Source: an optimization exercise on an open RTL-to-GDS flow (aim: small area, a short achievable clock period and few clock cycles per item). Production flows keep margins and buffers that such runs may drop.
In this exercise RTL edits were held to simulation tests only and were not proved equivalent to the original.
No activity file was given, so power comes from the tool's default toggle rates.

===== flow/run.sh =====
#!/bin/bash
# synth_recipe.tcl (not shown) runs the flow's synth.tcl, then flattens the netlist and writes it again
# the make line also repeats each setting of config.mk as NAME=value (left out here)
make -C /OpenROAD-flow-scripts/flow DESIGN_CONFIG=/design/flow/config.mk WORK_HOME=/design/flow/orfs CLKGATE_MAP_FILE= SYNTH_SCRIPT=/design/flow/synth_recipe.tcl finish

===== flow/constraint.sdc =====
create_clock -name core_clock -period 8.0 [get_ports {clk}]
set_input_delay 1.6000 -clock core_clock [delete_from_list [all_inputs] [get_ports {clk}]]
set_output_delay 1.6000 -clock core_clock [all_outputs]
set_load 0.01 [all_outputs]

===== flow/config.mk =====
export PLATFORM = sky130hd
export DESIGN_NAME = sorted_unique_list_engine
export DESIGN_NICKNAME = sorted_unique_list_engine
export VERILOG_FILES = /design/flow/design.v
export SDC_FILE = /design/flow/constraint.sdc
export NUM_CORES = 4
export LEC_CHECK = 0
export CAP_MARGIN = 20
export CORE_MARGIN = 2
export CORE_UTILIZATION = 40
export SLEW_MARGIN = 20

===== flow/design.v =====
`timescale 1ns / 1ps
`default_nettype none
package sule_pkg;
  localparam int DATA_W           = 32;
  localparam int REQ_W            = 2;
  localparam int STAT_W           = 2;
  localparam int OUT_W            = 6;
  localparam int DEFAULT_CAPACITY = 32;
  localparam logic [REQ_W-1:0] REQ_INSERT = 2'd0;
  localparam logic [REQ_W-1:0] REQ_REMOVE = 2'd1;
  localparam logic [REQ_W-1:0] REQ_SEARCH = 2'd2;
  localparam logic [STAT_W-1:0] ST_DONE    = 2'd0;
  localparam logic [STAT_W-1:0] ST_PRESENT = 2'd1;
  localparam logic [STAT_W-1:0] ST_ABSENT  = 2'd2;
  localparam logic [STAT_W-1:0] ST_FULL    = 2'd3;
  typedef struct packed {
    logic              load;       
    logic              look_rd;    
    logic              step;       
    logic              sh_init;    
    logic              sh_rd;      
    logic              sh_wr;      
    logic              fix;        
    logic              res_set;    
    logic [STAT_W-1:0] res_code;
    logic              emit;       
  } cmd_t;
  typedef struct packed {
    logic srch_done;
    logic hit;
    logic full;
    logic is_ins;
    logic is_rem;
    logic sh_more;
    logic out_busy;
  } sts_t;
endpackage
`default_nettype wire
`timescale 1ns / 1ps
`default_nettype none
module sule_ctrl (
  input  wire logic          clk,
  input  wire logic          rst,
  input  wire logic          req_valid,
  output logic               req_stall,
  input  wire sule_pkg::sts_t sts,
  output sule_pkg::cmd_t     cmd
);
  localparam logic [3:0] S_IDLE  = 4'd0;
  localparam logic [3:0] S_LOOK  = 4'd1;
  localparam logic [3:0] S_CMP   = 4'd2;
  localparam logic [3:0] S_DEC   = 4'd3;
  localparam logic [3:0] S_SHCHK = 4'd4;
  localparam logic [3:0] S_SHRD  = 4'd5;
  localparam logic [3:0] S_SHWR  = 4'd6;
  localparam logic [3:0] S_FIX   = 4'd7;
  localparam logic [3:0] S_EMIT  = 4'd8;
  logic [3:0] state, state_next;
  assign req_stall = (state != S_IDLE);
  always_comb begin
    state_next = state;
    cmd        = '0;
    unique case (state)
      S_IDLE: begin
        if (req_valid) begin
          cmd.load   = 1'b1;
          state_next = S_LOOK;
        end
      end
      S_LOOK: begin
        if (sts.srch_done) begin
          state_next = S_DEC;
        end else begin
          cmd.look_rd = 1'b1;
          state_next  = S_CMP;
        end
      end
      S_CMP: begin
        cmd.step   = 1'b1;
        state_next = S_LOOK;
      end
      S_DEC: begin
        cmd.res_set = 1'b1;
        if (sts.is_ins) begin
          if (sts.hit) begin
            cmd.res_code = sule_pkg::ST_PRESENT;
            state_next   = S_EMIT;
          end else if (sts.full) begin
            cmd.res_code = sule_pkg::ST_FULL;
            state_next   = S_EMIT;
          end else begin
            cmd.res_code = sule_pkg::ST_DONE;
            cmd.sh_init  = 1'b1;
            state_next   = S_SHCHK;
          end
        end else if (sts.is_rem) begin
          if (sts.hit) begin
            cmd.res_code = sule_pkg::ST_DONE;
            cmd.sh_init  = 1'b1;
            state_next   = S_SHCHK;
          end else begin
            cmd.res_code = sule_pkg::ST_ABSENT;
            state_next   = S_EMIT;
          end
        end else begin
          cmd.res_code = sts.hit ? sule_pkg::ST_DONE : sule_pkg::ST_ABSENT;
          state_next   = S_EMIT;
        end
      end
      S_SHCHK: begin
        state_next = sts.sh_more ? S_SHRD : S_FIX;
      end
      S_SHRD: begin
        cmd.sh_rd  = 1'b1;
        state_next = S_SHWR;
      end
      S_SHWR: begin
        cmd.sh_wr  = 1'b1;
        state_next = S_SHCHK;
      end
      S_FIX: begin
        cmd.fix    = 1'b1;
        state_next = S_EMIT;
      end
      S_EMIT: begin
        if (!sts.out_busy) begin
          cmd.emit   = 1'b1;
          state_next = S_IDLE;
        end
      end
      default: begin
        state_next = S_IDLE;
      end
    endcase
  end
  always_ff @(posedge clk) begin
    if (rst) begin
      state <= S_IDLE;
    end else begin
      state <= state_next;
    end
  end
endmodule
`default_nettype wire
`timescale 1ns / 1ps
`default_nettype none
module sule_dp #(
  parameter int CAPACITY = sule_pkg::DEFAULT_CAPACITY
) (
  input  wire logic                            clk,
  input  wire logic                            rst,
  input  wire logic [sule_pkg::REQ_W-1:0]      req_type,
  input  wire logic signed [sule_pkg::DATA_W-1:0] value,
  input  wire logic                            rsp_stall,
  output logic                                 rsp_valid,
  output logic [sule_pkg::STAT_W-1:0]          status,
  output logic [sule_pkg::OUT_W-1:0]           position,
  output logic [sule_pkg::OUT_W-1:0]           count,
  input  wire sule_pkg::cmd_t                  cmd,
  output sule_pkg::sts_t                       sts
);
  localparam int AW = $clog2(CAPACITY);
  localparam int CW = $clog2(CAPACITY + 1);
  logic signed [sule_pkg::DATA_W-1:0] mem [CAPACITY];
  logic signed [sule_pkg::DATA_W-1:0] rdata;
  logic [sule_pkg::REQ_W-1:0]         req;
  logic signed [sule_pkg::DATA_W-1:0] val;
  logic [CW-1:0]            n_ent;
  logic [CW-1:0]            lo, hi, ptr;
  logic [AW-1:0]            mid_q;
  logic                     hit;
  logic [sule_pkg::STAT_W-1:0]        res_code;
  logic [CW:0]              mid_sum;
  logic [AW-1:0]            mid;
  logic                     is_ins, is_rem;
  logic [AW-1:0]            rd_addr, wr_addr, sh_rd_addr;
  logic                     rd_en, wr_en;
  logic signed [sule_pkg::DATA_W-1:0] wr_data;
  assign mid_sum = {1'b0, lo} + {1'b0, hi};
  assign mid     = mid_sum[AW:1];
  assign is_ins  = (req == sule_pkg::REQ_INSERT);
  assign is_rem  = (req == sule_pkg::REQ_REMOVE);
  assign sh_rd_addr = is_ins ? AW'(ptr - CW'(1)) : AW'(ptr + CW'(1));
  assign rd_en      = cmd.look_rd | cmd.sh_rd;
  assign rd_addr    = cmd.sh_rd ? sh_rd_addr : mid;
  assign wr_en      = cmd.sh_wr | (cmd.fix & is_ins);
  assign wr_addr    = cmd.sh_wr ? AW'(ptr) : AW'(lo);
  assign wr_data    = cmd.sh_wr ? rdata : val;
  always_ff @(posedge clk) begin
    if (rd_en) begin
      rdata <= mem[rd_addr];
    end
    if (wr_en) begin
      mem[wr_addr] <= wr_data;
    end
  end
  always_ff @(posedge clk) begin
    if (cmd.load) begin
      req <= req_type;
      val <= value;
      lo  <= '0;
      hi  <= n_ent;
      hit <= 1'b0;
    end
    if (cmd.look_rd) begin
      mid_q <= mid;
    end
    if (cmd.step) begin
      if (rdata < val) begin
        lo <= CW'(mid_q) + CW'(1);
      end else begin
        hi  <= CW'(mid_q);
        hit <= (rdata == val);
      end
    end
    if (cmd.sh_init) begin
      ptr <= is_ins ? n_ent : lo;
    end else if (cmd.sh_wr) begin
      ptr <= is_ins ? ptr - CW'(1) : ptr + CW'(1);
    end
    if (cmd.res_set) begin
      res_code <= cmd.res_code;
    end
  end
  always_ff @(posedge clk) begin
    if (rst) begin
      n_ent <= '0;
    end else if (cmd.fix) begin
      n_ent <= is_ins ? n_ent + CW'(1) : n_ent - CW'(1);
    end
  end
  always_ff @(posedge clk) begin
    if (rst) begin
      rsp_valid <= 1'b0;
    end else if (cmd.emit) begin
      rsp_valid <= 1'b1;
    end else if (!rsp_stall) begin
      rsp_valid <= 1'b0;
    end
  end
  always_ff @(posedge clk) begin
    if (cmd.emit) begin
      status   <= res_code;
      position <= sule_pkg::OUT_W'(lo);
      count    <= sule_pkg::OUT_W'(n_ent);
    end
  end
  always_comb begin
    sts.srch_done = (lo == hi);
    sts.hit       = hit;
    sts.full      = (n_ent == CW'(CAPACITY));
    sts.is_ins    = is_ins;
    sts.is_rem    = is_rem;
    sts.sh_more   = is_ins ? (ptr > lo) : (({1'b0, ptr} + (CW+1)'(1)) < {1'b0, n_ent});
    sts.out_busy  = rsp_valid & rsp_stall;
  end
endmodule
`default_nettype wire
`timescale 1ns / 1ps
`default_nettype none
module sorted_unique_list_engine #(
  parameter int CAPACITY = sule_pkg::DEFAULT_CAPACITY
) (
  input  wire logic                               clk,
  input  wire logic                               rst,
  input  wire logic                               req_valid,
  output logic                                    req_stall,
  input  wire logic [sule_pkg::REQ_W-1:0]         req_type,
  input  wire logic signed [sule_pkg::DATA_W-1:0] value,
  output logic                                    rsp_valid,
  input  wire logic                               rsp_stall,
  output logic [sule_pkg::STAT_W-1:0]             status,
  output logic [sule_pkg::OUT_W-1:0]              position,
  output logic [sule_pkg::OUT_W-1:0]              count
);
  sule_pkg::cmd_t cmd;
  sule_pkg::sts_t sts;
  sule_ctrl u_ctrl (
    .clk       (clk),
    .rst       (rst),
    .req_valid (req_valid),
    .req_stall (req_stall),
    .sts       (sts),
    .cmd       (cmd)
  );
  sule_dp #(
    .CAPACITY (CAPACITY)
  ) u_dp (
    .clk       (clk),
    .rst       (rst),
    .req_type  (req_type),
    .value     (value),
    .rsp_stall (rsp_stall),
    .rsp_valid (rsp_valid),
    .status    (status),
    .position  (position),
    .count     (count),
    .cmd       (cmd),
    .sts       (sts)
  );
endmodule
`default_nettype wire

==> run summary <==
PostCTS Resize Cnt=0; fin nets=3065; Final Max Tran Viols=0; CTS tree=done; sequential share of the synthesized area=0.719; r2r endpoint=u_dp.rdata[26]; Setup Skew=40.8 ps; hold path startpoint=u_dp.res_code[0]; layout cells sized above 1=0.120; Worst R2R Setup Slack=3740 ps; Layout Cells excl Fill=4600; Die Wd=348 um; Synth cell types=62; Global Route Usage Sum=0.197; slew margin rel.=0.180; Power Dens Cells=355 mW/mm2; Initial DRC Count=2602; vias=26014; CP endpoint kind=flop; # hold bufs at CTS=0; final hold vios=0; row count=126; slowest stage delay, CP=670 ps; die area=0.121 mm2; DRT Wirelength=121 mm; Setup Crit Path Kind=flop to flop; initial core utilization=0.402; fmax=235 MHz; Yosys top cell area share=0.708; vias in the first global route=25294; Slew @ Worst Pin=1230 ps; Vias/cell=5.66; R2R cell count=10; worst path required time=8440 ps; Synth Instances=2931; Routed Antenna Nets=0; Clk pin slew, worst setup/hold paths=70 ps; Final min period=4260 ps; Max FO, Critical Path=183; Max VDD drop=0.000594 V; CTS Buf Count=114; total gr overflow=0; htree depth=3; Setup TNS=0 ps; maximum buffer depth of the clock tree=3; initial antenna violation count=2; number of synthesized flops with an enable pin=1117; FFs w/ async S/R, synth=0; Cells on Worst Hold Path=0; n_diodes=0; #FFs+latches synth=1141; clk latency of the worst-skew pair=700 ps; boundary pin count=54; CTS root buf=clkbuf_16; final setup vio count=0; first-pass GRT wire length=175 mm; HP Class=flop to flop; Yosys warning count=2; CP arrival=4700 ps; slowest stage cell, crit path=buf_12; P&R area growth vs syn=13.0%; top cells by area, synth=edfxtp_1, mux2i_1, a211oi_1; period utilization=0.532; Syn Area/Cell=16.2 um2; synthesized area=0.0473 mm2; DP HPWL=62.3 mm; Setup Fix Bufs, Post-CTS=0; worst-path cell chain=inv_1, ha_1, xnor2_1, a21oi_4, buf_12, mux2i_1, mux2i_1, mux2_2, o32ai_1, a221oi_2; crit-path most repeated cell=mux2i_1; # port buffers=53; leakage=16.8 nW; Main synth FF type=edfxtp_1; Initial DRT Pass Iterations=6; clk sink count=1141; Syn Nets=3026; routed len/inst=26.4 um; hold endpoint=u_dp.status[0]; largest net degree at the start of global routing=220; RSZ-0062 raised after global routing=false; Final GP Congestion=0.865; DRC=0; max_cap viols=0; Die Ht=348 um; area of the core=0.118 mm2; status=finished clean; area leader, netlist=edfxtp_1; reg2reg start=u_dp.ptr[0]; nature of the critical path startpoint=flop; placed cells=4390
[metrics by stage]
| stage | utilization | setup WS, ps | instance area [um2] | hold WS [ps] | total power [mW] |
|---|---|---|---|---|---|
| finish | 0.454 | 3740 | 53500 | 416 | 19.0 |
| global route | 0.454 | 3520 | 53500 | 425 | 19.9 |
| CTS | 0.453 | 3780 | 53300 | 420 | 19.0 |
| detailed placement | 0.422 | 3820 | 49700 | 405 | 13.9 |
| global placement | 0.422 | 3840 | 49600 | 402 | 13.7 |
| floorplan | - | 4430 | 47300 | 400 | 12.4 |
[per-layer routing]
metal	vias up	global-route usage	share of wire
met5	-	0	0
met4	0	0.0568	0.024
met3	166	0.0251	0.062
met2	914	0.324	0.47
met1	13312	0.276	0.44
li1	11622	-	-
[power by group]
part           internal [mW]  switching, mW
clock network           2.97           2.24
registers               7.14          0.173
logic                   2.38           4.09
total                   12.5           6.50
[final cells by class]
cell class	instances	area, um2
clock buffer	146	3070
fill	9991	64300
tap	1536	1920
sequential	1141	34000
timing repair buffer	111	1050
clock inverter	64	593
multi-input combinational	1547	12600
inverter	55	206
[cells in the final DEF (no fill, tap or decap), drive strengths merged, types with 38 or more instances in the layout]
master	n
clkbuf	146
mux2i	398
a211oi	324
nor2b	198
edfxtp	1117
ha	55
nor2	59
clkdlybuf4s50	53
inv	62
o21ai	52
buf	58
nand2	87
mux2	38
clkinv	48
a21oi	161
[cells by family (layout without fill, tap and decap cells)]
| logic type | after synthesis | after routing | share of synthesized area |
|---|---|---|---|
| multiplexers | 437 | 437 | 0.0939 |
| AO/OA/AOI/OAI | 634 | 634 | 0.0960 |
| AND/OR/NAND/NOR | 396 | 396 | 0.0445 |
| XOR/XNOR | 23 | 23 | 0.00441 |
| buffers and inverters | 243 | 376 | 0.0272 |
| adder cells (fa/ha/maj) | 57 | 57 | 0.0154 |
| flip-flops | 1141 | 1141 | 0.719 |
[cell usage after synthesis (all sizes together), types with 24 or more instances]
cell / instances
a221oi: 33
o21ai: 52
dfxtp: 24
buf: 109
o32ai: 35
mux2i: 398
a211oi: 324
edfxtp: 1117
nand2: 87
a21oi: 161
inv: 55
ha: 55
mux2: 38
nor2b: 198
nor2: 59
clkbuf: 79
[worst max-delay path by stage]
stage               depth (start not counted)               to            start
floorplan                                   9  u_dp.mem[28][0]  u_ctrl.state[2]
global placement                           10   u_dp.rdata[26]      u_dp.ptr[0]
detailed placement                         10   u_dp.rdata[26]      u_dp.ptr[0]
CTS                                        10   u_dp.rdata[26]      u_dp.ptr[0]
global route                               12    u_dp.rdata[4]       u_dp.lo[0]
finish                                     10   u_dp.rdata[26]      u_dp.ptr[0]
[flip-flops by register name, summed over array words and instances, names as in the netlist, 2 cells and up]
signal,count
u_dp.res_code,2
u_dp.mid_q,5
u_dp.hi,6
u_dp.mem,1024
u_dp.ptr,6
u_dp.req,2
u_dp.lo,6
u_dp.count,6
u_dp.position,6
u_ctrl.state,4
u_dp.val,32
u_dp.status,2
u_dp.rdata,32
u_dp.n_ent,6
[worst max-delay path: cells and delay by family (launching register included)]
| family | cells | cell delay (ps) |
|---|---|---|
| adders and majority gates | 1 | 390 |
| muxes | 3 | 600 |
| AOI/OAI and AO/OA | 3 | 1070 |
| DFF | 1 | 640 |
| xor gates and xnor gates | 1 | 180 |
| buffers and inverters | 2 | 870 |
Testbench counts, summed over its fixed seeds: cycles 100,479, items 4,000.

-- what the ideal ports hide --
No port has a modelled driver above. Below, the same layout with a new extraction and two added sets of constraints.
Step 1, drivers: a clkbuf_16 drives clk and a buf_2 each remaining input, both assumed.
Step 2 moves the port delays by t, midway between the first and last clock arrival at a register: inputs arrive t later, outputs are due t later. That takes back most of the time a late clock gives input paths.
a / b / c = ideal / step 1 / step 2; a / b = the first two.
shift t [ns]: 0.758
slack for setup (ns): 3.741 / 3.741 / 3.741
hold WS [ns]: 0.416 / 0.416 / 0.416
worst register clock-pin slew, ns: 0.07 / 0.07
pins driven straight from the clock port: 1
After both steps setup and hold are still met in this run. For this run, drivers alone change the setup slack by 0.000 ns; drivers and shift together by 0.000 ns.
